Background: an optimization exercise with open tools, aiming at small area, a short achievable clock period and few clock cycles per item. Do not read the settings as production practice. Function was not checked in any run shown here: the RTL went through the layout flow alone.

## flow/design.v (module list and top-level ports; edited modules follow where they fit)
// module hilo_md_unit: 871 lines
module hilo_md_unit #(
    parameter int DATA_W    = 32,
    parameter int DIV_CNT_W = 6
) (
    input  logic              cpu_clk_50M,
    input  logic              cpu_rst_n,
    input  logic              flush_i,
    input  logic              op_valid_i,
    output logic              op_ready_o,
    input  logic [2:0]        op_i,
    input  logic              sign_i,
    input  logic [DATA_W-1:0] src_a_i,
    input  logic [DATA_W-1:0] src_b_i,
    output logic [DATA_W-1:0] hi_o,
    output logic [DATA_W-1:0] lo_o,
    output logic              done_o
);
  // ...
==> flow/run.sh <==
#!/bin/bash
# synth_recipe.tcl (not shown) runs the flow's synth.tcl, then flattens the netlist and writes it again
# the make line also repeats each setting of config.mk as NAME=value (left out here)
make -C /OpenROAD-flow-scripts/flow DESIGN_CONFIG=/design/flow/config.mk WORK_HOME=/design/flow/orfs CLKGATE_MAP_FILE= SYNTH_SCRIPT=/design/flow/synth_recipe.tcl finish
==> flow/config.mk <==
export PLATFORM = sky130hd
export DESIGN_NAME = hilo_md_unit
export DESIGN_NICKNAME = hilo_md_unit
export VERILOG_FILES = /design/flow/design.v
export SDC_FILE = /design/flow/constraint.sdc
export NUM_CORES = 4
export LEC_CHECK = 0
export ABC_AREA = 1
export CAP_MARGIN = 20
export CORE_MARGIN = 2
export CORE_UTILIZATION = 40
export SETUP_SLACK_MARGIN = 5
export SLEW_MARGIN = 20
==> flow/constraint.sdc <==
create_clock -name core_clock -period 14.0 [get_ports {cpu_clk_50M}]
set_input_delay 2.8000 -clock core_clock [delete_from_list [all_inputs] [get_ports {cpu_clk_50M}]]
set_output_delay 2.8000 -clock core_clock [all_outputs]
set_load 0.01 [all_outputs]
==> flow_summary.json, run 1 <==
{
  "syn_nets": 7187,
  "multi_input_area_share": 0.743,
  "slowest_stage": "clkdlybuf4s50_1",
  "critPathBufInv": 4,
  "seq_area_frac": 0.110,
  "cts.sinks": 232,
  "crit_arrival_ns": 9.33,
  "hp-start": "quo_q[10]",
  "post_synth_instance_area_um2": 47300,
  "tap_cells": 1536,
  "status": "complete, no violations",
  "mostFrequentLayoutCells": "nand2_1, xor2_1, fa_1",
  "synth.most_common_cell": "nand2_1",
  "top_layer": "met5",
  "drive_gt1_frac": 0.0462,
  "grt_pass1_wl_um": 322000,
  "synth_compound_gate_area_share": 0.141,
  "met2_length_um": 89900,
  "synth_commonest_cells": "nand2_1, xor2_1, fa_1",
  "grt_max_degree": 85,
  "track_usage": 0.356,
  "nets": 7054,
  "ys_warn_count": 2,
  "first_iter_violations": 6703,
  "worst_setup_path_start_kind": "primary input"
}
==> run 2: changes to the inputs <==
--- a/flow/design.v
+++ b/flow/design.v
@@ -12,17 +12,17 @@
     input  logic              sign_i,
     input  logic [DATA_W-1:0] src_a_i,
     input  logic [DATA_W-1:0] src_b_i,
     output logic [DATA_W-1:0] hi_o,
     output logic [DATA_W-1:0] lo_o,
     output logic              done_o
 );
     localparam int c_w2  = 2 * DATA_W;
-    localparam int DIV_K = 2;                        
+    localparam int DIV_K = 3;                        
     localparam logic [2:0] c_op_mthi = 3'd1;
     localparam logic [2:0] c_op_mtlo = 3'd2;
     localparam logic [2:0] c_op_mult = 3'd3;
     localparam logic [2:0] c_op_madd = 3'd4;
     localparam logic [2:0] c_op_msub = 3'd5;
     localparam logic [2:0] c_op_div  = 3'd6;
     function automatic logic [1:0] fa(input logic x, input logic y, input logic z);
         fa = {(x & y) | ((x ^ y) & z), (x ^ y) ^ z};
@@ -60,17 +60,17 @@
         else            lzc32 = 6'd32;
     endfunction
     function automatic logic low_mask(input logic [31:0] y);
         low_mask = ~|(y[31:1] & ~y[30:0]);
     endfunction
     logic                 busy_q;
     logic                 done_q;
     logic [c_w2-1:0]      hl_s_q, hl_c_q;   
-    logic [DATA_W-1:0]    quo_q;            
+    logic [DATA_W:0]      quo_q;            
     logic [DATA_W-1:0]    rem_q;
     logic [DATA_W-1:0]    dvs_q;
     logic                 qneg_q, rneg_q;
     logic [3:0]           cnt_q;            
     logic [c_w2-1:0]      w_hl;
     always_comb begin : hl_cpa
         logic [c_w2-1:0] p, g, gg, pp;
         p  = hl_s_q ^ hl_c_q;
@@ -766,44 +766,67 @@
     assign {t1242, t1241} = fa(~w_pp15[33], w_pp16[31], t1239);
     assign {t1244, t1243} = fa(t1234, t1241, t1236);
     assign w_tree_s = {t1238, t1237, t1222, t1221, t1202, t1201, t1178, t1177, t1150, t1149, t1118, t1117, t1082, t1081, t1042, t1041, t998, t997, t950, t949, t898, t897, t842, t841, t782, t781, t718, t717, t650, t614, t611, t544, t512, t480, t450, t420, t392, t364, t338, t312, t288, t264, t242, t220, t200, t180, t162, t144, t128, t112, t98, t84, t72, t60, t50, t40, t32, t24, t18, t12, t9, t4, w_pp0[1], t1};
     assign w_tree_c = {t1243, t1230, t1229, t1212, t1211, t1190, t1189, t1164, t1163, t1134, t1133, t1100, t1099, t1062, t1061, t1020, t1019, t974, t973, t924, t923, t870, t869, t812, t811, t750, t749, t684, t683, t649, t613, t577, t543, t511, t479, t449, t419, t391, t363, t337, t311, t287, t263, t241, t219, t199, t179, t161, t143, t127, t111, t97, t83, t71, t59, t49, t39, t31, t23, t17, t11, t7, t3, w_pp0[0]};
     logic              w_a_neg, w_b_neg, w_b_zero;
     logic [DATA_W-1:0] w_a_ones, w_b_ones, w_a_mag, w_b_mag;
     logic [6:0]        w_m;
     logic              w_div_quick;
-    logic [4:0]        w_skip;
-    logic [c_w2-1:0]   w_dvd_sh;
+    logic [3:0]        w_j;
+    logic [c_w2:0]     w_dvd_sh;
     assign w_a_neg  = sign_i & src_a_i[DATA_W-1];
     assign w_b_neg  = sign_i & src_b_i[DATA_W-1];
     assign w_a_ones = src_a_i ^ {DATA_W{w_a_neg}};
     assign w_b_ones = src_b_i ^ {DATA_W{w_b_neg}};
     assign w_a_mag  = w_a_ones + DATA_W'(w_a_neg);
     assign w_b_mag  = w_b_ones + DATA_W'(w_b_neg);
     assign w_b_zero = (src_b_i == '0);
     assign w_m      = 7'd31 + {1'b0, lzc32(w_a_ones)} - {1'b0, lzc32(w_b_ones)}
                       - 7'(w_a_neg & low_mask(w_a_ones)) + 7'(w_b_neg & low_mask(w_b_ones));
     assign w_div_quick = w_m[5];
-    assign w_skip   = {w_m[4:1], 1'b0};
-    assign w_dvd_sh = {{DATA_W{1'b0}}, w_a_mag} << w_skip;
+    always_comb begin : skip3
+        logic [c_w2:0] t;
+        case (w_m[4:0])
+            5'd0, 5'd1:            w_j = 4'd0;
+            5'd2, 5'd3, 5'd4:      w_j = 4'd1;
+            5'd5, 5'd6, 5'd7:      w_j = 4'd2;
+            5'd8, 5'd9, 5'd10:     w_j = 4'd3;
+            5'd11, 5'd12, 5'd13:   w_j = 4'd4;
+            5'd14, 5'd15, 5'd16:   w_j = 4'd5;
+            5'd17, 5'd18, 5'd19:   w_j = 4'd6;
+            5'd20, 5'd21, 5'd22:   w_j = 4'd7;
+            5'd23, 5'd24, 5'd25:   w_j = 4'd8;
+            5'd26, 5'd27, 5'd28:   w_j = 4'd9;
+            default:               w_j = 4'd10;
+        endcase
+        t = {{(DATA_W+1){1'b0}}, w_a_mag};
+        if (w_j[0]) t = t << 3;
+        if (w_j[1]) t = t << 6;
+        if (w_j[2]) t = t << 12;
+        if (w_j[3]) t = t << 24;
+        w_dvd_sh = t;
+    end
     logic [DATA_W-1:0] w_q_end, w_r_end;
+    logic [DATA_W:0]   w_q33;
     always_comb begin : div_steps
         logic [DATA_W:0]   sh, diff;
-        logic [DATA_W-1:0] rem, quo;
+        logic [DATA_W-1:0] rem;
+        logic [DATA_W:0]   quo;
         rem = rem_q;
         quo = quo_q;
         for (int k = 0; k < DIV_K; k++) begin
-            sh   = {rem, quo[DATA_W-1]};
+            sh   = {rem, quo[DATA_W]};
             diff = sh - {1'b0, dvs_q};
             rem  = diff[DATA_W] ? sh[DATA_W-1:0] : diff[DATA_W-1:0];
-            quo  = {quo[DATA_W-2:0], ~diff[DATA_W]};
+            quo  = {quo[DATA_W-1:0], ~diff[DATA_W]};
         end
         w_r_end = rem;
-        w_q_end = quo;
+        w_q_end = quo[DATA_W-1:0];
+        w_q33   = quo;
     end
     logic              w_qn;
     logic [DATA_W-1:0] w_q_res, w_r_res;
     assign w_qn    = qneg_q & (|w_q_end);
     assign w_q_res = w_q_end ^ {DATA_W{w_qn}};
     assign w_r_res = w_r_end ^ {DATA_W{rneg_q}};
     always_ff @(posedge cpu_clk_50M or posedge cpu_rst_n) begin
         if (cpu_rst_n) begin
@@ -853,21 +876,21 @@
                     default: ;
                 endcase
             end
         end
     end
     always_ff @(posedge cpu_clk_50M) begin
         if (busy_q) begin
             rem_q <= w_r_end;
-            quo_q <= w_q_end;
+            quo_q <= w_q33;
             cnt_q <= cnt_q - 4'd1;
         end else begin
-            rem_q  <= w_dvd_sh[c_w2-1:DATA_W];
-            quo_q  <= w_dvd_sh[DATA_W-1:0];
+            rem_q  <= w_dvd_sh[c_w2:DATA_W+1];
+            quo_q  <= w_dvd_sh[DATA_W:0];
             dvs_q  <= w_b_mag;
             qneg_q <= w_a_neg ^ w_b_neg;
             rneg_q <= w_a_neg;
-            cnt_q  <= ~w_m[4:1];
+            cnt_q  <= 4'd10 - w_j;
         end
     end
 endmodule
 `default_nettype wire
==> run 2 against run 1 <==
Compared with the run above:
- cell area rose by 5.1%
- largest cell class unchanged
- wire length rose by 3.7%
- global-route usage fell by 0.20 points
- critical endpoint is now hl_s_q[42]
- still clean
- flip-flop and latch count rose by 1
- core utilization rose by 0.63 points
==> flow_summary.json, run 2 <==
{
  "drt-total-wl_um": 229000,
  "ys_seq_elements": 233,
  "antenna_found_initial": 10,
  "hold_ws_ns": 0.508,
  "grt_max_degree": 175,
  "endpoint_kind": "flip-flop",
  "dieArea_um2": 126000,
  "core_area_um2": 122000,
  "nets": 7177,
  "crit_arrival_ns": 9.42,
  "track_usage": 0.354,
  "dp_hpwl_um": 166000,
  "top_regs": "hl_c_q: 64 flops, hl_s_q: 64 flops, quo_q: 33 flops",
  "hp-class": "flip-flop to flip-flop",
  "slowest_stage": "clkdlybuf4s50_1",
  "cpPeakStageDelay_ns": 0.69,
  "synthCells": 6366,
  "die_width_um": 354,
  "hold_viol_final": 0,
  "syn_avg_cell_area_um2": 7.72,
  "path_cells": "clkdlybuf4s50_1 > inv_1 > nand2_1 > nand2_4 > nand2_4 > o22ai_1 > xor2_1 > fa_1 > fa_1 > fa_1 > fa_1 > fa_1 > fa_1 > inv_1 > ha_1 > nand2_1 > nand3_1 > o21ai_0 > nand2_1 > nand3_1 > nand2_1",
  "vias": 48600,
  "post_drt_wl_per_cell_um": 28.9,
  "setup_viol": 0,
  "cap_violations": 0,
  "synth_top_area_cell": "fa_1",
  "synth-seq-area-share": 0.115,
  "synth.top_cell.area_share": 0.254,
  "cts_tree": "done",
  "mostFrequentLayoutCells": "nand2_1, xor2_1, fa_1",
  "critical_path_class": "primary input to flip-flop",
  "worst_path_most_repeated_cell": "fa_1",
  "synth.most_common_cell": "nand2_1",
  "cts-root-buf": "clkbuf_16",
  "first_iter_violations": 6519,
  "tns_ns": 0,
  "fillCellCount": 12300,
  "multi_input_area_um2": 40200,
  "h-tree-depth": 2,
  "reg2reg_setup_slack_ns": 5.51,
  "synth_edf_count": 34,
  "synth_flop_cell": "dfrtp_1",
  "final_common_cell": "nand2_1",
  "ys_warn_count": 2,
  "tightestPinTransition_ns": 1.04,
  "fmax_mhz": 112,
  "ys_types": 64,
  "grt_pass1_wl_um": 328000,
  "clk_path_buf_depth": 3,
  "drc": 0,
  "crit_required_ns": 14.47,
  "cts_inserted_buffers": 34,
  "status": "complete, no violations",
  "hold_buffers": 0,
  "yosys-top-cells-area": "fa_1, xor2_1, nand2_1, o22ai_1, dfrtp_1",
  "clk_latency_ns": 0.60,
  "ant_nets": 0,
  "initial_core_util": 0.403,
  "syn_nets": 7285,
  "rsz0062_at_grt": "yes",
  "dieHeight_um": 354,
  "firstDrtPassIters": 7,
  "cts.clk_slew.worst_paths_ns": 0.06,
  "final_cells": 7913,
  "period_minus_slack_ns": 8.95,
  "io_buffer_count": 137,
  "slew_viol_final": 0,
  "vias_per_cell": 6.14,
  "drive_gt1_frac": 0.0730,
  "worst_setup_path_start_kind": "primary input",
  "grt-ovfl-total": 0,
  "dpl-instance-area_um2": 52000,
  "synth_commonest_cells": "nand2_1, xor2_1, fa_1",
  "maxSlewHeadroom": 0.299,
  "io_pins": 138,
  "cts.sinks": 233,
  "fin_crit_sh": 0.639,
  "syn_to_final_growth_pct": 10.2,
  "finClkSkew_ns": 0.0406,
  "dp_cells": 7823,
  "first_global_vias": 47500,
  "regArea_um2": 5660,
  "gp_congestion": 0.997,
  "async_flop_share": 0.558,
  "placementRows": 128,
  "post_synth_instance_area_um2": 49100,
  "design_area_um2": 54100,
  "critPathMaxFanout": 35
}
==> run 2: final timing paths <==
check	start	to	cells past startpoint
min reg2reg	quo_q[29]	quo_q[32]	2
max reg2reg	dvs_q[0]	hl_s_q[28]	45
min in group asynchronous	cpu_rst_n	hl_c_q[48]	2
max in group asynchronous	cpu_rst_n	hl_s_q[5]	3
max	src_b_i[9]	hl_s_q[42]	21
min	quo_q[29]	quo_q[32]	2
==> run 2: layer usage <==
layer,track usage,share of wire,vias up
met5,0.00830,0.0011,-
met4,0.177,0.061,10
met3,0.112,0.13,722
met2,0.512,0.41,3309
met1,0.476,0.39,23700
li1,-,-,20800
==> run 2: timing repair <==
item,4_1_cts,5_1_grt
setup endpoints to repair,187,180
gates cloned,2,6
pin swaps,5,3
resized for setup,68,123
setup buffers,10,6
==> run 2: area by class of cell <==
class,count,area share
Inverter,637,0.0448
Tap cell,1625,0.0376
Multi-Input combinational cell,5086,0.743
Antenna cell,4,0.000185
Sequential cell,233,0.105
Timing Repair inverter,1,0.000139
Clock buffer,41,0.0173
Clock inverter,21,0.00446
Timing Repair Buffer,265,0.0478
==> run 2: critical path: cells and delay by family <==
family	cells	cell delay [ns]
compound gates	2	0.47
simple gates	8	1.45
xor+xnor	1	0.13
fa+ha+maj	7	3.40
buf+inv	3	1.13
==> run 2: logic make-up after synthesis <==
| group | share of synthesized area |
|---|---|
| adder cells (fa/ha/maj) | 0.311 |
| AND/OR/NAND/NOR | 0.183 |
| AO/OA/AOI/OAI | 0.162 |
| buffers and inverters | 0.0845 |
| XOR/XNOR | 0.145 |
| multiplexers | 0.000407 |
| flip-flops | 0.115 |
==> run 2: stage by stage <==
stage               worst slack (ns)  utilization
floorplan                       5.50            -
global placement                2.48        0.427
detailed placement              3.00        0.427
CTS                             5.01        0.439
global route                    4.90        0.444
finish                          5.05        0.444

-- static timing again, ports no longer ideal --
The flow's constraints put no driver on any port. The routed layouts listed below were extracted and timed again, unchanged, in two steps. Step 1: set_driving_cell puts a clkbuf_16 on cpu_clk_50M and a buf_2 on each other input, an assumption about the parent block. Step 2 times the ports against the registers' clock, not the clock port: input delays grow and output delays shrink by t, the midpoint of the rising clock arrivals with the driver on. a / b / c = ideal / step 1 / step 2; a / b = the first two.
run	shift t [ns]	slack for setup (ns)	latest minus earliest clock arrival (ns)	worst slew at a driven data input, ns
run 1	0.667	5.178 / 5.209 / 4.542	0.014 / 0.014	0.12
run 2	0.641	5.048 / 5.080 / 4.439	0.041 / 0.041	0.15
After both steps setup and hold are still met in every run listed. For run 1, which loses most, drivers alone change the setup slack by +0.031 ns; drivers and shift together by -0.636 ns.
